Context: an optimization exercise on an open-source flow, tuned for small area, a short achievable clock period and few clock cycles. The choices shown serve that exercise and are no tape-out recipe. The RTL was checked by simulation tests, not by an equivalence proof against the original design. Power figures rest on the tool's default switching activity, not on a simulated workload.

`flow/config.mk`:
```
export PLATFORM = sky130hd
export DESIGN_NAME = act_buffer_sparse
export DESIGN_NICKNAME = act_buffer_sparse
export VERILOG_FILES = /design/flow/design.v
export SDC_FILE = /design/flow/constraint.sdc
export NUM_CORES = 4
export LEC_CHECK = 0
export CAP_MARGIN = 20
export CORE_MARGIN = 2
export CORE_UTILIZATION = 40
export SLEW_MARGIN = 20
export SYNTH_MEMORY_MAX_BITS = 8192
```
`flow/constraint.sdc`:
```
create_clock -name core_clock -period 8.0 [get_ports {clk}]
set_input_delay 1.6000 -clock core_clock [delete_from_list [all_inputs] [get_ports {clk}]]
set_output_delay 1.6000 -clock core_clock [all_outputs]
set_load 0.01 [all_outputs]
```
`flow/design.v`:
```
module lsb_index_enc #(
  parameter int NUM_COL   = 16,
  parameter int IDX_WIDTH = $clog2(NUM_COL)
) (
  input  logic [NUM_COL-1:0]   mask,
  output logic [NUM_COL-1:0]   low,
  output logic [IDX_WIDTH-1:0] index,
  output logic                 any_set,
  output logic [NUM_COL-1:0]   rest
);
  localparam int LVL = $clog2(NUM_COL);
  logic [NUM_COL-1:0] pre [LVL+1];
  logic [NUM_COL-1:0] below;
  always_comb begin
    pre[0] = mask;
    for (int k = 1; k <= LVL; k++) begin
      for (int i = 0; i < NUM_COL; i++) begin
        if (i >= (1 << (k - 1))) pre[k][i] = pre[k-1][i] | pre[k-1][i - (1 << (k - 1))];
        else                     pre[k][i] = pre[k-1][i];
      end
    end
  end
  assign below = {pre[LVL][NUM_COL-2:0], 1'b0};
  assign low   = mask & ~below;
  assign rest  = mask & below;
  always_comb begin
    index = '0;
    for (int i = 0; i < NUM_COL; i++) begin
      if (low[i]) index = index | IDX_WIDTH'(i);
    end
  end
  assign any_set = pre[LVL][NUM_COL-1];
endmodule
module act_buffer_sparse #(
  parameter int DATA_WIDTH = 8,
  parameter int NUM_COL    = 16,
  parameter int DEPTH      = 32,
  parameter int IDX_WIDTH  = $clog2(NUM_COL),
  parameter int ADDR_WIDTH = $clog2(DEPTH)
) (
  input  logic                             clk,
  input  logic                             reset,
  input  logic                             mode,
  input  logic                             wr_valid,
  output logic                             wr_ready,
  input  logic [NUM_COL-1:0]               wr_flag,
  input  logic [NUM_COL*DATA_WIDTH-1:0]    wr_data,
  input  logic                             rd_start,
  output logic                             rd_busy,
  output logic                             out_valid,
  input  logic                             out_ready,
  output logic [IDX_WIDTH-1:0]             out_index,
  output logic [DATA_WIDTH-1:0]            out_serial,
  output logic [NUM_COL*DATA_WIDTH-1:0]    out_parallel,
  output logic [NUM_COL-1:0]               out_flag,
  output logic [IDX_WIDTH:0]               row_nnz,
  output logic                             row_done,
  output logic [ADDR_WIDTH:0]              count,
  output logic                             empty,
  output logic                             full
);
  localparam int ROW_W  = NUM_COL * DATA_WIDTH;
  localparam int WORD_W = ROW_W + NUM_COL;
  localparam int HEAD   = DEPTH - 1;
  localparam int LVL    = $clog2(DEPTH);
  localparam logic [ADDR_WIDTH:0] DEPTH_CNT = (ADDR_WIDTH + 1)'(DEPTH);
  logic [WORD_W-1:0] stg [DEPTH];    
  logic [DEPTH-1:0]  vld;            
  logic              consumed;       
  logic [DEPTH-1:0]  hole;           
  logic [DEPTH-1:0]  mv;             
  logic              wr_fire;
  assign hole = {~vld[HEAD] | consumed, ~vld[HEAD-1:0]};
  logic [DEPTH-1:0] suf [LVL+1];
  always_comb begin
    suf[0] = hole;
    for (int k = 1; k <= LVL; k++) begin
      for (int i = 0; i < DEPTH; i++) begin
        if (i + (1 << (k - 1)) < DEPTH) suf[k][i] = suf[k-1][i] | suf[k-1][i + (1 << (k - 1))];
        else                            suf[k][i] = suf[k-1][i];
      end
    end
  end
  assign mv = suf[LVL];
  always_ff @(posedge clk) begin
    if (mv[0]) stg[0] <= {wr_flag, wr_data};
    for (int i = 1; i < DEPTH; i++) begin
      if (mv[i]) stg[i] <= stg[i-1];
    end
  end
  always_ff @(posedge clk) begin
    if (reset) begin
      vld <= '0;
    end else begin
      if (mv[0]) vld[0] <= wr_fire;
      for (int i = 1; i < DEPTH; i++) begin
        if (mv[i]) vld[i] <= vld[i-1];
      end
    end
  end
  logic [NUM_COL-1:0]    hflag;
  logic [ROW_W-1:0]      hdata;
  logic                  hv;
  logic [NUM_COL-1:0]    h_low, h_rest;
  logic [IDX_WIDTH-1:0]  h_idx;
  logic                  h_any;
  logic [DATA_WIDTH-1:0] h_byte;
  logic [IDX_WIDTH:0]    h_nnz;
  logic [NUM_COL-1:0]    rem;        
  logic [NUM_COL-1:0]    r_low, r_rest;
  logic [IDX_WIDTH-1:0]  r_idx;
  logic                  r_any;
  logic [DATA_WIDTH-1:0] r_byte;
  assign hflag = stg[HEAD][ROW_W +: NUM_COL];
  assign hdata = stg[HEAD][ROW_W-1:0];
  assign hv    = vld[HEAD] && !consumed;
  lsb_index_enc #(.NUM_COL(NUM_COL), .IDX_WIDTH(IDX_WIDTH)) u_henc (
    .mask(hflag), .low(h_low), .index(h_idx), .any_set(h_any), .rest(h_rest)
  );
  lsb_index_enc #(.NUM_COL(NUM_COL), .IDX_WIDTH(IDX_WIDTH)) u_renc (
    .mask(rem), .low(r_low), .index(r_idx), .any_set(r_any), .rest(r_rest)
  );
  always_comb begin
    h_byte = '0;
    r_byte = '0;
    h_nnz  = '0;
    for (int c = 0; c < NUM_COL; c++) begin
      h_byte = h_byte | (hdata[c*DATA_WIDTH +: DATA_WIDTH] & {DATA_WIDTH{h_low[c]}});
      r_byte = r_byte | (hdata[c*DATA_WIDTH +: DATA_WIDTH] & {DATA_WIDTH{r_low[c]}});
      h_nnz  = h_nnz + (IDX_WIDTH + 1)'(hflag[c]);
    end
  end
  logic                  busy, outv, pmode, pend, mode_q, rdone;
  logic [IDX_WIDTH-1:0]  oidx;
  logic [DATA_WIDTH-1:0] oser;
  logic [NUM_COL-1:0]    pv;         
  logic [NUM_COL-1:0]    oflag;
  logic [IDX_WIDTH:0]    onnz;
  logic [ADDR_WIDTH:0]   cnt;
  logic                  full_q, empty_q, wrdy_q;
  logic                  acc, go, gmode, xfer;
  logic [ADDR_WIDTH:0]   cnt_n;
  assign wr_fire = wr_valid && wrdy_q;
  assign acc     = rd_start && !busy && !empty_q;
  assign go      = (acc || pend) && hv;
  assign gmode   = busy ? mode_q : mode;
  assign xfer    = outv && out_ready;
  assign cnt_n   = cnt + (ADDR_WIDTH + 1)'(wr_fire) - (ADDR_WIDTH + 1)'(rdone);
  always_ff @(posedge clk) begin
    if (reset) begin
      cnt     <= '0;
      full_q  <= 1'b0;
      empty_q <= 1'b1;
      wrdy_q  <= 1'b1;
    end else begin
      cnt     <= cnt_n;
      full_q  <= (cnt_n == DEPTH_CNT);
      empty_q <= (cnt_n == '0);
      wrdy_q  <= (cnt_n != DEPTH_CNT);
    end
  end
  always_ff @(posedge clk) begin
    if (reset) begin
      busy     <= 1'b0;
      outv     <= 1'b0;
      pmode    <= 1'b0;
      pend     <= 1'b0;
      mode_q   <= 1'b0;
      rdone    <= 1'b0;
      consumed <= 1'b0;
      oidx     <= '0;
      oser     <= '0;
      pv       <= '0;
      oflag    <= '0;
      onnz     <= '0;
      rem      <= '0;
    end else begin
      if (mv[HEAD]) consumed <= 1'b0;
      if (acc) begin
        busy   <= 1'b1;
        mode_q <= mode;
        if (!hv) pend <= 1'b1;
      end
      if (go) begin
        pend  <= 1'b0;
        oflag <= hflag;
        onnz  <= h_nnz;
        pmode <= gmode;
        if (gmode) begin
          outv <= 1'b1;
          pv   <= hflag;
        end else if (!h_any) begin
          rdone    <= 1'b1;
          consumed <= 1'b1;
        end else begin
          outv <= 1'b1;
          oidx <= h_idx;
          oser <= h_byte;
          rem  <= h_rest;
          if (h_rest == '0) consumed <= 1'b1;
        end
      end else if (xfer) begin
        if (pmode) begin
          outv     <= 1'b0;
          pv       <= '0;
          rdone    <= 1'b1;
          consumed <= 1'b1;
        end else if (r_any) begin
          oidx <= r_idx;
          oser <= r_byte;
          rem  <= r_rest;
          if (r_rest == '0) consumed <= 1'b1;
        end else begin
          outv  <= 1'b0;
          oidx  <= '0;
          oser  <= '0;
          rdone <= 1'b1;
        end
      end
      if (rdone) begin
        rdone <= 1'b0;
        busy  <= 1'b0;
        oflag <= '0;
        onnz  <= '0;
      end
    end
  end
  always_comb begin
    for (int c = 0; c < NUM_COL; c++) begin
      out_parallel[c*DATA_WIDTH +: DATA_WIDTH] = hdata[c*DATA_WIDTH +: DATA_WIDTH] & {DATA_WIDTH{pv[c]}};
    end
  end
  assign out_index  = oidx;
  assign out_serial = oser;
  assign out_flag   = oflag;
  assign row_nnz    = onnz;
  assign row_done   = rdone;
  assign rd_busy    = busy;
  assign out_valid  = outv;
  assign count      = cnt;
  assign empty      = empty_q;
  assign full       = full_q;
  assign wr_ready   = wrdy_q;
endmodule
```
`flow/run.sh`:
```
#!/bin/bash
# synth_recipe.tcl (not shown) runs the flow's synth.tcl, then flattens the netlist and writes it again
# the make line also repeats each setting of config.mk as NAME=value (left out here)
make -C /OpenROAD-flow-scripts/flow DESIGN_CONFIG=/design/flow/config.mk WORK_HOME=/design/flow/orfs CLKGATE_MAP_FILE= SYNTH_SCRIPT=/design/flow/synth_recipe.tcl finish
```
==> parameters.txt, run 1 <==
Parameter                              Value

GRT
  Maximum number of pins on one net before global-route repair    148
  Antenna violations before repair    14
  Total global routing overflow    0
  Via count of the first global-routing pass    51.7k
  All-Layer GR Usage    11.1%
  Wire length of the first global-routing pass    320 mm

Clock network
  Maximum buffer depth of the clock tree    4
  CTS HTree Levels    5
  Number of gates resized after CTS    0
  Total clock buffers created by CTS    435
  CTS Hold Bufs    0
  Setup Buffers After CTS    0
  Count of clock tree sinks    4720
  Root buffer cell    sky130_fd_sc_hd__clkbuf_16
  Clock slew seen by the registers of the worst setup and hold paths    0.07 ns
  TritonCTS clock tree    done
  Later-pin clock latency in the skew report    0.91 ns

STA
  Minimum clock period after layout    4.55 ns
  Achievable Freq    0.220 GHz
  Summed negative setup slack over all endpoints    0 ns
  Clock Skews    0.0710 ns
  Fraction of the cycle the final worst path needs    56.9%
  Final setup viols    0
  Pin slew with the least headroom to its limit    1.05 ns
  Relative max-transition margin    28.0%
  WHS    0.373 ns
  Setup repair after global routing missed its margin    no
  Hold Vio Cnt, Final    0
  Fin. max-slew vios    0

Final layout
  Number of nets in the layout    6642
  Fillers    29.2k
  Summed area of non-filler cells in the final layout    171000 um2
  Synth-to-layout area growth    16.4%
  Most common cell after layout, fill and taps aside    sky130_fd_sc_hd__edfxtp_1
  Most used cells in the layout excluding fill and tap cells    sky130_fd_sc_hd__edfxtp_1, sky130_fd_sc_hd__clkbuf_16, sky130_fd_sc_hd__clkdlybuf4s50_1, sky130_fd_sc_hd__and2_1, sky130_fd_sc_hd__nand2_1
  Final core occ    46.7%
  Share of layout cells above drive strength 1    10.9%

Yosys
  Synthesized netlist cell count    5719
  Share of synthesized area occupied by flip-flops and latches    95.9%
  Post-Syn Nets    5894
  Post-synthesis cell area    147000 um2
  Post-synthesis area per instance    25.6 um2
  Yosys warns    5
  Async set-reset flop share out of synthesis    0%
  Number of enable flip-flop cells after synthesis    4608
  Synth unique cells    83
  Synthesis-stage register bit count    4720
  Synth Flop Type    sky130_fd_sc_hd__edfxtp_1

Placed design
  Detailed-placement wirelength estimate    135 mm
  Dpl cell area    156000 um2
  PortBufs    322
  Final GP Congestion    0.835

Setup path
  Number of buffers and inverters on the critical path    3
  Data required time of the critical path    8.54 ns
  Arrival time of the worst setup path    5.09 ns
  Kind of launch point of the worst setup path    register
  Cells traversed along the worst timing path    nand4_1 -> nor4_2 -> buf_4 -> and3_1 -> inv_4 -> nor2_2 -> nand2_4 -> buf_4
  Worst-path fanout max    81
  Most repeated library cell on the critical path    sky130_fd_sc_hd__buf_4
  Critical path endpoint category    register
  Slowest-stage cell, CP    sky130_fd_sc_hd__nor2_2
  Biggest cell delay along the critical path    0.67 ns
  Largest delay contributor family on the critical path    simple AND/OR/NAND/NOR gates
  Start-to-end type of the worst setup path    reg -> reg

Detailed routing
  Total iterations of the first detailed-routing run    8
  DRC marker count from the first detailed-route iteration    3378
  Final wirelength    206 mm
  Via density per instance    4.32
  Wire per inst    17.7 um
  # DRC    0
  Vias    50.3k
  ANT nets after route    0

Floorplanning
  Initial cell density of the core    40.1%
  Die area    371000 um2
  Row count    222
  Die height    609 um
  Die X    609 um
  Placeable Area    365000 um2
  Top-level I/O count    323

Power
  Sequential group share of total power    58.4%
  Clock network power share    40.7%
  Static leakage    60.3 nW
  Internal power contribution    0.0404 W
  Overall Power    0.0493 W
  Pwr dens    289 nW/um2
  Net Sw Power    0.00893 W
  Peak supply drop    0.184 mV
  Share of power burned in combinational logic    0.9%
  Switching part of the total power    18.1%

Status
  Result of the run    finished clean

Run
  Max capacitance violation total    0

Worst hold path
  Path class of the lowest-slack min-delay path    reg -> reg
[Yosys cell counts, types with 6 or more instances]
cell type / instances / area share [%]
sky130_fd_sc_hd__nand4_1: 13 / 0.055
sky130_fd_sc_hd__buf_2: 12 / 0.041
sky130_fd_sc_hd__buf_1: 6 / 0.015
sky130_fd_sc_hd__edfxtp_1: 4608 / 94
sky130_fd_sc_hd__a222oi_1: 7 / 0.048
sky130_fd_sc_hd__a21o_1: 7 / 0.036
sky130_fd_sc_hd__a221o_1: 8 / 0.055
sky130_fd_sc_hd__and2_1: 130 / 0.55
sky130_fd_sc_hd__nor4_1: 9 / 0.038
sky130_fd_sc_hd__dfxtp_1: 112 / 1.5
sky130_fd_sc_hd__nand3_1: 51 / 0.17
sky130_fd_sc_hd__nand2_1: 130 / 0.33
sky130_fd_sc_hd__o22ai_1: 12 / 0.051
sky130_fd_sc_hd__o31ai_1: 7 / 0.036
sky130_fd_sc_hd__nand2b_1: 10 / 0.043
sky130_fd_sc_hd__o21ai_0: 17 / 0.058
sky130_fd_sc_hd__a221oi_1: 20 / 0.12
sky130_fd_sc_hd__a31oi_1: 9 / 0.038
sky130_fd_sc_hd__a2111oi_0: 9 / 0.054
sky130_fd_sc_hd__inv_1: 66 / 0.17
sky130_fd_sc_hd__and3_1: 19 / 0.081
sky130_fd_sc_hd__a22o_1: 14 / 0.084
sky130_fd_sc_hd__a21oi_1: 102 / 0.35
sky130_fd_sc_hd__o21ai_1: 7 / 0.024
sky130_fd_sc_hd__or3_1: 6 / 0.026
sky130_fd_sc_hd__nor2b_1: 22 / 0.094
sky130_fd_sc_hd__nor3_1: 15 / 0.051
sky130_fd_sc_hd__o2bb2ai_1: 8 / 0.048
sky130_fd_sc_hd__a211oi_1: 17 / 0.087
sky130_fd_sc_hd__fa_1: 11 / 0.15
sky130_fd_sc_hd__nor2_1: 61 / 0.16
sky130_fd_sc_hd__a22oi_1: 30 / 0.15
sky130_fd_sc_hd__ha_1: 14 / 0.12
sky130_fd_sc_hd__clkbuf_1: 51 / 0.13
[registers in the layout, summed over array words and instances (netlist names), 4 cells and up]
register and flops:
oflag 16, rem 15, oser 8, stg 4608, vld 32, onnz 5, cnt 6, pv 16
oidx 4
[per-layer routing]
| layer | vias to the layer above | track usage, % | wire length, um |
|---|---|---|---|
| li1 | 24500 | - | - |
| met1 | 24200 | 15.2 | 91000 |
| met2 | 1138 | 17.8 | 97600 |
| met3 | 393 | 2.26 | 10700 |
| met4 | 0 | 3.84 | 6470 |
| met5 | - | 0 | 0 |
[area by class of cell]
type | instances | area [um2] | share of cell area, %
Antenna cell | 6 | 15.0 | 0.00880
Clock buffer | 553 | 11700 | 6.88
Clock inverter | 242 | 2550 | 1.49
Inverter | 68 | 302 | 0.177
Multi-Input combinational cell | 858 | 5660 | 3.32
Sequential cell | 4720 | 141000 | 82.4
Tap cell | 4816 | 6030 | 3.53
Timing Repair Buffer | 384 | 3750 | 2.20
[cell families (layout without fill, tap and decap cells)]
kind of cell               Yosys count  count (layout)  synth area share (%)
AOI/OAI and AO/OA                  311             311                  1.47
and+or+nand+nor                    510             510                  1.89
adders and majority gates           28              28                 0.290
xor gates and xnor gates             7               7                0.0418
other                                0               6                     0
DFF                               4720            4720                  95.9
muxes                                2               2                0.0145
buffers and inverters              141            1247                 0.389
[worst register-to-register path: cells and delay by family, from the launching register on]
family                 cells  cell delay [ns]
and+or+nand+nor            5             2.32
buffers and inverters      3             1.28
DFF                        1             0.51
[power groups by stage]
stage | logic, W | registers, W | clock network [W]
after floorplan | 0.000229 | 0.0291 | 0
after global placement | 0.000438 | 0.0293 | 0
after detailed placement | 0.000423 | 0.0294 | 0
after CTS | 0.000426 | 0.0288 | 0.0207
after global routing | 0.000460 | 0.0289 | 0.0217
final | 0.000425 | 0.0288 | 0.0201
[path summary, 6_finish.rpt]
| path | end | slack [ns] | from | cells after the start |
|---|---|---|---|---|
| max reg2reg | stg[1][63] | 3.45 | vld[23] | 8 |
| max | stg[1][63] | 3.45 | vld[23] | 8 |
| min reg2reg | stg[31][132] | 0.37 | stg[30][132] | 0 |
| min | stg[31][132] | 0.37 | stg[30][132] | 0 |
[stage by stage]
stage | worst slack [ns] | cells
after floorplan | -3.65 | 5719
after global placement | 3.21 | 10800
after detailed placement | 3.36 | 10800
after CTS | 3.40 | 11600
after global routing | 3.05 | 11600
final | 3.45 | 11600
Testbench counts, summed over its fixed seeds: cycles 26,800.
==> inputs of run 2 (changes only) <==
--- a/flow/design.v
+++ b/flow/design.v
@@ -67,13 +67,18 @@
   logic [WORD_W-1:0] stg [DEPTH];    
   logic [DEPTH-1:0]  vld;            
   logic              consumed;       
-  logic [DEPTH-1:0]  hole;           
   logic [DEPTH-1:0]  mv;             
   logic              wr_fire;
-  assign hole = {~vld[HEAD] | consumed, ~vld[HEAD-1:0]};
+  logic              consumed_n;
+  logic [DEPTH-1:0]  vld_n;
+  logic [DEPTH-1:0]  free_n;         
+  always_comb begin
+    vld_n[0] = mv[0] ? wr_fire : vld[0];
+    for (int i = 1; i < DEPTH; i++) vld_n[i] = mv[i] ? vld[i-1] : vld[i];
+  end
   logic [DEPTH-1:0] suf [LVL+1];
   always_comb begin
-    suf[0] = hole;
+    suf[0] = ~vld_n;
     for (int k = 1; k <= LVL; k++) begin
       for (int i = 0; i < DEPTH; i++) begin
         if (i + (1 << (k - 1)) < DEPTH) suf[k][i] = suf[k-1][i] | suf[k-1][i + (1 << (k - 1))];
@@ -81,7 +86,11 @@
       end
     end
   end
-  assign mv = suf[LVL];
+  assign free_n = suf[LVL];
+  always_ff @(posedge clk) begin
+    if (reset) mv <= '1;
+    else       mv <= free_n | {DEPTH{consumed_n}};
+  end
   always_ff @(posedge clk) begin
     if (mv[0]) stg[0] <= {wr_flag, wr_data};
     for (int i = 1; i < DEPTH; i++) begin
@@ -146,6 +155,18 @@
   assign gmode   = busy ? mode_q : mode;
   assign xfer    = outv && out_ready;
   assign cnt_n   = cnt + (ADDR_WIDTH + 1)'(wr_fire) - (ADDR_WIDTH + 1)'(rdone);
+  always_comb begin
+    consumed_n = consumed && !mv[HEAD];
+    if (go) begin
+      if (!gmode && h_rest == '0) consumed_n = 1'b1;
+    end else if (xfer) begin
+      if (pmode || (r_any && r_rest == '0)) consumed_n = 1'b1;
+    end
+  end
+  always_ff @(posedge clk) begin
+    if (reset) consumed <= 1'b0;
+    else       consumed <= consumed_n;
+  end
   always_ff @(posedge clk) begin
     if (reset) begin
       cnt     <= '0;
@@ -167,7 +188,6 @@
       pend     <= 1'b0;
       mode_q   <= 1'b0;
       rdone    <= 1'b0;
-      consumed <= 1'b0;
       oidx     <= '0;
       oser     <= '0;
       pv       <= '0;
@@ -175,7 +195,6 @@
       onnz     <= '0;
       rem      <= '0;
     end else begin
-      if (mv[HEAD]) consumed <= 1'b0;
       if (acc) begin
         busy   <= 1'b1;
         mode_q <= mode;
@@ -191,25 +210,21 @@
           pv   <= hflag;
         end else if (!h_any) begin
           rdone    <= 1'b1;
-          consumed <= 1'b1;
         end else begin
           outv <= 1'b1;
           oidx <= h_idx;
           oser <= h_byte;
           rem  <= h_rest;
-          if (h_rest == '0) consumed <= 1'b1;
         end
       end else if (xfer) begin
         if (pmode) begin
           outv     <= 1'b0;
           pv       <= '0;
           rdone    <= 1'b1;
-          consumed <= 1'b1;
         end else if (r_any) begin
           oidx <= r_idx;
           oser <= r_byte;
           rem  <= r_rest;
-          if (r_rest == '0) consumed <= 1'b1;
         end else begin
           outv  <= 1'b0;
           oidx  <= '0;
==> run 2 against run 1 <==
Still clean. Clock skew fell by 0.017 ns. Hold slack improved by 0.0041 ns. Sequential share of layout area rose by 0.10 points. First-iteration DRC count fell by 3.0%. Routed wire length rose by 0.25%. Sequential power barely moved. Critical path depth rose by 3.
==> parameters.txt, run 2 <==
Parameter                              Value

Clock network
  Setup Buffers After CTS    0 (unchanged)
  CTS Hold Bufs    0 (unchanged)
  Maximum buffer depth of the clock tree    4 (unchanged)
  Total clock buffers created by CTS    446 (+2.5%)
  Root buffer cell    sky130_fd_sc_hd__clkbuf_16
  Count of clock tree sinks    4752 (+0.68%)
  TritonCTS clock tree    done
  Number of gates resized after CTS    0 (unchanged)
  Later-pin clock latency in the skew report    0.93 ns (+0.02 ns)
  Clock slew seen by the registers of the worst setup and hold paths    0.06 ns (about the same)
  CTS HTree Levels    5 (unchanged)

Setup path
  Worst reg2reg startpoint    stg[31][128]
  Cells traversed along the worst timing path    inv_1 -> fa_1 -> fa_1 -> fa_1 -> fa_1 -> inv_1 -> ha_1 -> fa_1 -> a21o_1 -> nand3_1 -> a21oi_1
  Arrival time of the worst setup path    4.92 ns (-0.17 ns)
  Most repeated library cell on the critical path    sky130_fd_sc_hd__fa_1
  Data required time of the critical path    8.79 ns (+0.25 ns)
  Critical path endpoint category    register
  Start-to-end type of the worst setup path    reg -> reg
  Biggest cell delay along the critical path    0.79 ns (+0.12 ns)
  Slowest-stage cell, CP    sky130_fd_sc_hd__edfxtp_1
  Internal reg-to-reg setup slack    3.86 ns (+0.41 ns)
  Number of cell instances on the worst register-to-register path    11 (+3)
  Kind of launch point of the worst setup path    register
  Critical R2R Capture    onnz[4]
  Worst-path fanout max    15 (-81%)

Detailed routing
  # DRC    0 (unchanged)
  Final wirelength    206 mm (+0.25%)
  Total iterations of the first detailed-routing run    10 (+2)
  ANT nets after route    0 (unchanged)
  DRC marker count from the first detailed-route iteration    3275 (-3.0%)
  Vias    51.1k (+1.6%)
  Via density per instance    4.34 (+0.46%)
  Wire per inst    17.5 um (-0.84%)

GRT
  Total global routing overflow    0 (unchanged)
  Via count of the first global-routing pass    52.7k (+1.9%)
  All-Layer GR Usage    11.1% (about the same)
  Maximum number of pins on one net before global-route repair    80 (-46%)
  Antenna violations before repair    27 (+13)
  Wire length of the first global-routing pass    322 mm (+0.64%)

Yosys
  Most instantiated cells after synthesis    sky130_fd_sc_hd__edfxtp_1, sky130_fd_sc_hd__dfxtp_1, sky130_fd_sc_hd__nand2_1
  Compound-cell area share of the yosys netlist    1.55% (+0.081 points)
  Top post-synthesis cells by area    sky130_fd_sc_hd__edfxtp_1, sky130_fd_sc_hd__dfxtp_1, sky130_fd_sc_hd__and2_1, sky130_fd_sc_hd__a22oi_1, sky130_fd_sc_hd__nand2_1
  Yosys warns    5 (unchanged)
  Arithmetic-cell share of the synthesized area counting full adders, half adders and majority gates    0.268% (-0.023 points)
  Synthesized netlist cell count    5812 (+1.6%)
  Share of synthesized area occupied by flip-flops and latches    95.6% (-0.30 points)
  Xor and xnor area share after synthesis    0.0474% (+0.0056 points)
  Async set-reset flop share out of synthesis    0% (unchanged)
  Largest area contributor in the netlist    sky130_fd_sc_hd__edfxtp_1
  Post-synthesis cell area    148000 um2 (+0.77%)
  Synthesis-stage register bit count    4752 (+0.68%)
  Post-synthesis area per instance    25.4 um2 (-0.84%)
  Synth Area in Simple Gates    1.92% (+0.030 points)
  Mux contribution to synthesized area    0.232% (+0.22 points)
  Synth Flop Type    sky130_fd_sc_hd__edfxtp_1
  Post-Syn Nets    5987 (+1.6%)
  Main combinational cell family by area after synthesis    simple AND/OR/NAND/NOR gates
  Synth unique cells    80 (-3.6%)
  Share of Yosys cell area claimed by the top area cell type    93.6% (-0.72 points)
  Number of enable flip-flop cells after synthesis    4608 (unchanged)
  Library cell with the highest instance count after synthesis    sky130_fd_sc_hd__edfxtp_1

Worst hold path
  Hold EP    stg[1][108]
  Worst Min Path Start    stg[0][108]
  Worst hold path depth    0 (unchanged)
  Path class of the lowest-slack min-delay path    reg -> reg

Final layout
  Most used cells in the layout excluding fill and tap cells    sky130_fd_sc_hd__edfxtp_1, sky130_fd_sc_hd__clkbuf_16, sky130_fd_sc_hd__clkdlybuf4s50_1, sky130_fd_sc_hd__nand2_1, sky130_fd_sc_hd__and2_1
  Registers with the highest flip-flop counts    stg (4608), mv (32), vld (32)
  Share of layout cells above drive strength 1    10.8% (-0.17 points)
  Register bank with the most flops    stg
  Most common cell after layout, fill and taps aside    sky130_fd_sc_hd__edfxtp_1
  Fillers    29.8k (+2.3%)
  Summed area of non-filler cells in the final layout    171000 um2 (+0.41%)
  Flip-flop count of the largest register after layout    4608 (unchanged)
  Filler-free cell count of the finished design    11.8k (+1.1%)
  Synth-to-layout area growth    16.0%
  Number of nets in the layout    6742 (+1.5%)

Floorplanning
  Die height    612 um (+0.38%)
  Die area    374000 um2 (+0.77%)
  Placeable Area    368000 um2 (+0.83%)
  Initial cell density of the core    40.1% (about the same)
  Top-level I/O count    323 (unchanged)
  Die X    612 um (+0.38%)
  Row count    223 (+0.45%)

STA
  Fin. max-slew vios    0 (unchanged)
  Final setup viols    0 (unchanged)
  Hold Vio Cnt, Final    0 (unchanged)
  Achievable Freq    0.242 GHz (+9.9%)
  Pin slew with the least headroom to its limit    1.04 ns (-0.0147 ns)
  Summed negative setup slack over all endpoints    0 ns (unchanged)
  Clock Skews    0.0535 ns (-0.0174 ns)
  Relative max-transition margin    30.6% (+2.5 points)
  Minimum clock period after layout    4.14 ns (-0.410 ns)
  Fraction of the cycle the final worst path needs    51.7% (-5.1 points)
  Setup repair after global routing missed its margin    no

Power
  Peak supply drop    0.201 mV (+9.2%)
  Static leakage    60.7 nW (+0.62%)
  Pwr dens    287 nW/um2 (-0.83%)

Placed design
  Final GP Congestion    0.921 (+10%)
  Detailed-placement wirelength estimate    129 mm (-4.3%)
  PortBufs    322 (unchanged)
  Dpl cell area    157000 um2 (+0.64%)
  Number of instances in the placed design    11.0k (+1.0%)

Run
  Max capacitance violation total    0 (unchanged)

Status
  Result of the run    finished clean
## run 2: cell count changes in the layout (fill, tap and decap cells not counted), moves of 16 or more
cell	delta
sky130_fd_sc_hd__clkbuf_1	+21
sky130_fd_sc_hd__dfxtp_4	+32
sky130_fd_sc_hd__mux2i_1	+31
sky130_fd_sc_hd__bufinv_16	-16
sky130_fd_sc_hd__nor2_1	+33
sky130_fd_sc_hd__a221oi_1	-20
sky130_fd_sc_hd__clkbuf_8	-16
sky130_fd_sc_hd__o21ai_0	+22
sky130_fd_sc_hd__a22oi_1	+38
## run 2: power breakdown
part	leakage, nW	internal, W	switching (W)
Clock	6.79	0.0113	0.00847
Sequential	50.0	0.0285	0.000421
Combinational	3.91	0.000214	0.000210
Total	60.7	0.0400	0.00910
## run 2: through the flow
stage	util, %	total power, W	hold WS [ns]	worst slack, ns
floorplan	-	0.0295	0.400	2.37
global placement	42.7	0.0299	0.400	3.40
detailed placement	42.7	0.0299	0.405	3.43
CTS	46.5	0.0498	0.376	3.80
global route	46.5	0.0510	0.378	3.67
finish	46.5	0.0491	0.377	3.86
## run 2: worst max-delay path by stage
stage	start	endpoint	cells after the start
finish	stg[31][128]	onnz[4]	11
detailed placement	rd_start	rem[11]	8
floorplan	mv[26]	mv[0]	8
CTS	pv[1]	out_parallel[8]	2
global placement	rd_start	rem[13]	8
global route	stg[31][128]	onnz[2]	10
## run 2: final cells by class
cell class                      instances  area (um2)  share of cell area, %
Antenna cell                            5        12.5                0.00730
Inverter                               61         229                  0.134
Clock buffer                          559       11600                   6.80
Clock inverter                        255        2360                   1.37
Multi-Input combinational cell        920        5980                   3.49
Timing Repair Buffer                  386        3720                   2.17
Tap cell                             4837        6050                   3.53
Sequential cell                      4752      141000                   82.5
## run 2: critical path, delay by kind of cell (launching register included)
| kind | cells | cell delay (ns) |
|---|---|---|
| DFF | 1 | 0.79 |
| buffers and inverters | 2 | 0.25 |
| AOI/OAI and AO/OA | 2 | 0.25 |
| and+or+nand+nor | 1 | 0.09 |
| adders and majority gates | 6 | 2.63 |
## run 2: kinds of logic (layout without fill, tap and decap cells)
| logic type | count (synthesis) | count (layout) |
|---|---|---|
| mux | 34 | 34 |
| compound gates | 326 | 326 |
| simple gates | 527 | 527 |
| other cells | 0 | 5 |
| buf+inv | 140 | 1261 |
| flops | 4752 | 4752 |
| xor+xnor | 8 | 8 |
| fa+ha+maj | 25 | 25 |
## run 2: routing by layer
metal	GRT usage, %	vias to the layer above	wire length [um]
li1	-	24800	-
met1	15.1	24600	90800
met2	17.7	1162	97600
met3	2.25	463	10300
met4	4.28	2	7580
met5	0	-	11
Testbench counts of run 2, summed over its fixed seeds: cycles 26,800.
==> inputs of run 3 (changes only) <==
--- a/flow/config.mk
+++ b/flow/config.mk
@@ -5,8 +5,10 @@
 export SDC_FILE = /design/flow/constraint.sdc
 export NUM_CORES = 4
 export LEC_CHECK = 0
+export ABC_CLOCK_PERIOD_IN_PS = 2500
 export CAP_MARGIN = 20
 export CORE_MARGIN = 2
-export CORE_UTILIZATION = 40
+export CORE_UTILIZATION = 70
+export SETUP_SLACK_MARGIN = 5
 export SLEW_MARGIN = 20
 export SYNTH_MEMORY_MAX_BITS = 8192
==> run 3 against run 2 <==
The flow now stops in 4_1_cts. Synthesized area is the same. Synthesized cell count did not move.
==> parameters.txt, run 3 <==
Parameter                              Value

Clock network
  Maximum buffer depth of the clock tree    4 (unchanged)
  Total clock buffers created by CTS    428 (-4.0%)
  Number of gates resized after CTS    951 (+951)
  Count of clock tree sinks    4752 (unchanged)
  CTS HTree Levels    5 (unchanged)
  Root buffer cell    sky130_fd_sc_hd__clkbuf_16
  CTS Hold Bufs    0 (unchanged)
  Setup Buffers After CTS    217 (+217)

Yosys
  Synthesis-stage register bit count    4752 (unchanged)
  Post-synthesis cell area    148000 um2 (unchanged)
  Largest area contributor in the netlist    sky130_fd_sc_hd__edfxtp_1
  Library cell with the highest instance count after synthesis    sky130_fd_sc_hd__edfxtp_1
  Synth Flop Type    sky130_fd_sc_hd__edfxtp_1
  Yosys warns    5 (unchanged)
  Async set-reset flop share out of synthesis    0% (unchanged)
  Share of Yosys cell area claimed by the top area cell type    93.6% (unchanged)
  Post-synthesis area per instance    25.4 um2 (unchanged)
  Post-Syn Nets    5987 (unchanged)
  Top post-synthesis cells by area    sky130_fd_sc_hd__edfxtp_1, sky130_fd_sc_hd__dfxtp_1, sky130_fd_sc_hd__and2_1, sky130_fd_sc_hd__a22oi_1, sky130_fd_sc_hd__nand2_1
  Synth unique cells    80 (unchanged)
  Number of enable flip-flop cells after synthesis    4608 (unchanged)
  Synthesized netlist cell count    5812 (unchanged)
  Most instantiated cells after synthesis    sky130_fd_sc_hd__edfxtp_1, sky130_fd_sc_hd__dfxtp_1, sky130_fd_sc_hd__nand2_1
  Share of synthesized area occupied by flip-flops and latches    95.6% (unchanged)

Floorplanning
  Die height    463 um (-24%)
  Top-level I/O count    323 (unchanged)
  Initial cell density of the core    70.4% (+30 points)
  Die X    463 um (-24%)
  Row count    168 (-25%)

Placed design
  PortBufs    322 (unchanged)
  Dpl cell area    155000 um2 (-1.6%)
  Post-Place Worst Slack    2.07 ns (-1.36 ns)
  Final GP Congestion    0.855 (-7.2%)
  Detailed-placement wirelength estimate    156 mm (+21%)

Status
  Error text reported by the tool    [ERROR DPL-0033] detailed placement checks failed during check placement.
  Halt point of the flow    4_1_cts
  Result of the run    stopped before the end
-- run 3: cell counts after synthesis --
Identical to the previous run, type by type.
-- run 3: logic make-up after synthesis --
kind of cell | synth area share (%)
multiplexers | 0.232
AND/OR/NAND/NOR | 1.92
buffers and inverters | 0.379
adder cells (fa/ha/maj) | 0.268
flip-flops | 95.6
AO/OA/AOI/OAI | 1.55
XOR/XNOR | 0.0474
-- run 3: power groups by stage --
stage	sequential, W	combinational (W)	clock (W)
floorplan	0.0292	0.000254	0
global placement	0.0294	0.000438	0
detailed placement	0.0296	0.000455	0
-- run 3: stage by stage --
stage / cells / power, W / util [%]
floorplan: 5812 / 0.0295 / -
global placement: 8914 / 0.0298 / 73.8
detailed placement: 8914 / 0.0300 / 73.8
-- run 3: how the worst max path moves through the flow --
stage / slack, ns / endpoint / from
detailed placement: 2.07 / mv[3] / rd_start
global placement: 2.93 / mv[6] / rd_start
floorplan: 4.42 / onnz[4] / stg[31][128]
==> inputs of run 4 (changes only) <==
--- a/flow/config.mk
+++ b/flow/config.mk
@@ -5,10 +5,9 @@
 export SDC_FILE = /design/flow/constraint.sdc
 export NUM_CORES = 4
 export LEC_CHECK = 0
-export ABC_CLOCK_PERIOD_IN_PS = 2500
 export CAP_MARGIN = 20
 export CORE_MARGIN = 2
-export CORE_UTILIZATION = 70
+export CORE_UTILIZATION = 60
 export SETUP_SLACK_MARGIN = 5
 export SLEW_MARGIN = 20
 export SYNTH_MEMORY_MAX_BITS = 8192
==> run 4 against run 3 <==
The run now finishes clean. Synthesized area unchanged. Synthesized cell count did not move.
==> parameters.txt, run 4 <==
Parameter                              Value

Setup path
  Slowest-stage cell, CP    sky130_fd_sc_hd__fa_2
  Worst-path fanout max    2
  Arrival time of the worst setup path    4.40 ns
  Internal reg-to-reg setup slack    4.42 ns
  Critical path endpoint category    register
  Start-to-end type of the worst setup path    reg -> reg
  Cells traversed along the worst timing path    inv_4 -> fa_2 -> fa_2 -> fa_1 -> fa_1 -> inv_2 -> ha_4 -> fa_2 -> a21o_1 -> nand3_1 -> a21oi_1
  Most repeated library cell on the critical path    sky130_fd_sc_hd__fa_2
  Kind of launch point of the worst setup path    register
  Biggest cell delay along the critical path    0.55 ns
  Data required time of the critical path    8.82 ns
  Worst reg2reg startpoint    stg[31][128]
  Largest delay contributor family on the critical path    adder cells
  Number of cell instances on the worst register-to-register path    11
  Stages on the worst setup path    11
  Critical R2R Capture    onnz[4]
  Number of buffers and inverters on the critical path    2

STA
  Fin. max-slew vios    0
  Achievable Freq    0.279 GHz
  Clock Skews    0.125 ns
  Relative max-transition margin    25.7%
  Minimum clock period after layout    3.58 ns
  Final setup viols    0
  Setup repair after global routing missed its margin    yes
  Fraction of the cycle the final worst path needs    44.8%
  Pin slew with the least headroom to its limit    1.11 ns
  Hold Vio Cnt, Final    0
  Summed negative setup slack over all endpoints    0 ns
  Worst Slack Setup Final    4.42 ns

GRT
  Via count of the first global-routing pass    52.8k
  All-Layer GR Usage    17.0%
  Antenna violations before repair    3
  Maximum number of pins on one net before global-route repair    80
  Wire length of the first global-routing pass    321 mm
  Total global routing overflow    0

Status
  Result of the run    finished clean

Clock network
  CTS HTree Levels    5 (unchanged)
  TritonCTS clock tree    done
  Root buffer cell    sky130_fd_sc_hd__clkbuf_16
  CTS Hold Bufs    0 (unchanged)
  Clock slew seen by the registers of the worst setup and hold paths    0.06 ns
  Total clock buffers created by CTS    450 (+5.1%)
  Maximum buffer depth of the clock tree    4 (unchanged)
  Later-pin clock latency in the skew report    1.01 ns
  Count of clock tree sinks    4752 (unchanged)

Worst hold path
  Worst hold path depth    0
  Path class of the lowest-slack min-delay path    reg -> reg
  Hold EP    stg[29][76]
  Worst Min Path Start    stg[28][76]

Floorplanning
  Die X    500 um (+7.9%)
  Top-level I/O count    323 (unchanged)
  Die height    500 um (+7.9%)
  Row count    182 (+8.3%)
  Initial cell density of the core    60.2% (-10 points)
  Die area    250000 um2
  Placeable Area    245000 um2

Yosys
  Post-synthesis cell area    148000 um2 (unchanged)
  Share of synthesized area occupied by flip-flops and latches    95.6% (unchanged)
  Number of enable flip-flop cells after synthesis    4608 (unchanged)
  Share of Yosys cell area claimed by the top area cell type    93.6% (unchanged)
  Top post-synthesis cells by area    sky130_fd_sc_hd__edfxtp_1, sky130_fd_sc_hd__dfxtp_1, sky130_fd_sc_hd__and2_1, sky130_fd_sc_hd__a22oi_1, sky130_fd_sc_hd__nand2_1
  Yosys warns    5 (unchanged)
  Post-synthesis area per instance    25.4 um2 (unchanged)
  Post-Syn Nets    5987 (unchanged)
  Synth unique cells    80 (unchanged)
  Async set-reset flop share out of synthesis    0% (unchanged)
  Library cell with the highest instance count after synthesis    sky130_fd_sc_hd__edfxtp_1
  Most instantiated cells after synthesis    sky130_fd_sc_hd__edfxtp_1, sky130_fd_sc_hd__dfxtp_1, sky130_fd_sc_hd__nand2_1
  Synth Flop Type    sky130_fd_sc_hd__edfxtp_1
  Largest area contributor in the netlist    sky130_fd_sc_hd__edfxtp_1
  Synthesized netlist cell count    5812 (unchanged)
  Synthesis-stage register bit count    4752 (unchanged)

Final layout
  Number of nets in the layout    6972
  Most common cell after layout, fill and taps aside    sky130_fd_sc_hd__edfxtp_1
  Flip-flop count of the largest register after layout    4608
  Fillers    14.5k
  Most used cells in the layout excluding fill and tap cells    sky130_fd_sc_hd__edfxtp_1, sky130_fd_sc_hd__clkbuf_16, sky130_fd_sc_hd__buf_4, sky130_fd_sc_hd__clkdlybuf4s50_1, sky130_fd_sc_hd__nand2_1
  Share of layout cells above drive strength 1    18.8%
  Registers with the highest flip-flop counts    stg (4608), mv (32), vld (32)
  Register bank with the most flops    stg
  Synth-to-layout area growth    16.5%

Placed design
  Detailed-placement wirelength estimate    125 mm (-20%)
  Final GP Congestion    0.831 (-2.9%)
  PortBufs    322 (unchanged)
  Post-Place Worst Slack    3.22 ns (+1.14 ns)

Run
  Max capacitance violation total    0

Detailed routing
  Wire per inst    20.2 um
  Final wirelength    209 mm
  DRC marker count from the first detailed-route iteration    3583
  ANT nets after route    0
  Via density per instance    5.06
  # DRC    0
  Vias    52.6k
  Total iterations of the first detailed-routing run    6

Power
  Pwr dens    287 nW/um2
  Static leakage    62.7 nW
  Peak supply drop    0.247 mV
-- run 4: logic make-up (layout without fill, tap and decap cells) --
group / Yosys count / count (layout) / share of synthesized area [%]
compound gates: 326 / 328 / 1.55
xor+xnor: 8 / 8 / 0.0474
fa+ha+maj: 25 / 25 / 0.268
buf+inv: 140 / 1477 / 0.379
flops: 4752 / 4752 / 95.6
mux: 34 / 34 / 0.232
other cells: 0 / 4 / 0
simple gates: 527 / 528 / 1.92
-- run 4: power by group --
part | leakage, nW | switching (W) | internal, W
Clock | 6.91 | 0.00822 | 0.0118
Sequential | 50.0 | 0.000399 | 0.0285
Combinational | 5.79 | 0.000294 | 0.000311
-- run 4: how the worst max path moves through the flow --
| stage | end | slack, ns | from |
|---|---|---|---|
| final | onnz[4] | 4.42 | stg[31][128] |
| after global routing | onnz[4] | 4.31 | stg[31][128] |
| after CTS | onnz[4] | 4.39 | stg[31][128] |
| after detailed placement | mv[3] | 3.22 | rd_start |
| after global placement | mv[3] | 3.30 | rd_start |
| after floorplan | onnz[4] | 4.42 | stg[31][128] |
-- run 4: cell type report --
cell class	count	area, um2	share of cell area [%]
tap	3220	4030	2.34
clock buffer	559	11800	6.85
sequential	4752	142000	82.2
antenna	4	10.0	0.00581
clock inverter	248	2390	1.39
timing repair buffer	609	5490	3.19
inverter	61	236	0.137
multi-input combinational	923	6700	3.89
-- run 4: what timing repair did --
item,in CTS,in global routing
gates resized for setup,1001,92
cloned,2,5
pin swaps,145,29
endpoints found under the setup margin,271,249
buffers inserted,184,27
-- run 4: routing by layer --
layer	GRT usage (%)	share of wire, %	up-vias	wire [um]
met5	0	0	-	0
met4	5.76	2.9	0	6120
met3	3.26	4.6	368	9570
met2	25.5	46	1105	96000
met1	25.5	47	25800	97500
li1	-	-	25300	-
-- run 4: metrics by stage --
stage	instances	power (W)	cell area [um2]	util, %	hold WS [ns]
finish	10400	0.0495	172000	70.1	0.319
CTS	10300	0.0501	171000	69.8	0.309
detailed placement	9347	0.0299	156000	63.4	0.405
floorplan	5812	0.0295	148000	-	0.400
global placement	9346	0.0298	156000	63.3	0.400
global route	10400	0.0512	172000	70.1	0.312

## static timing again, ports no longer ideal
How much do the figures lean on ideal ports? The routed layouts below were timed once more, with nothing changed but the port constraints. Step 1 (the two cells are an assumption about what drives the block):
set clk [get_ports {clk}]
set_driving_cell -lib_cell sky130_fd_sc_hd__clkbuf_16 $clk
set_driving_cell -lib_cell sky130_fd_sc_hd__buf_2 [delete_from_list [all_inputs] $clk]
Step 2, shift: input delay + t, output delay - t, t = (earliest + latest rising clock arrival at the registers) / 2. This alone moves slack from input paths to output paths. Slacks: no drivers / after step 1 / after step 2; pairs: no drivers / after step 1.
run | t (ns) | slack for setup (ns) | hold slack, ns | worst setup path at the end | cell pins on the clock port's net
run 1 | 0.967 | 3.451 / 3.451 / 3.321 | 0.373 / 0.373 / 0.373 | input to register | 1
run 2 | 0.999 | 3.861 / 3.861 / 3.416 | 0.377 / 0.377 / 0.377 | input to register | 1
run 4 | 1.036 | 4.418 / 4.418 / 3.647 | 0.319 / 0.319 / 0.319 | input to register | 1
After both steps setup and hold are still met in every run listed. For run 4, which loses most, drivers alone change the setup slack by 0.000 ns; drivers and shift together by -0.771 ns.
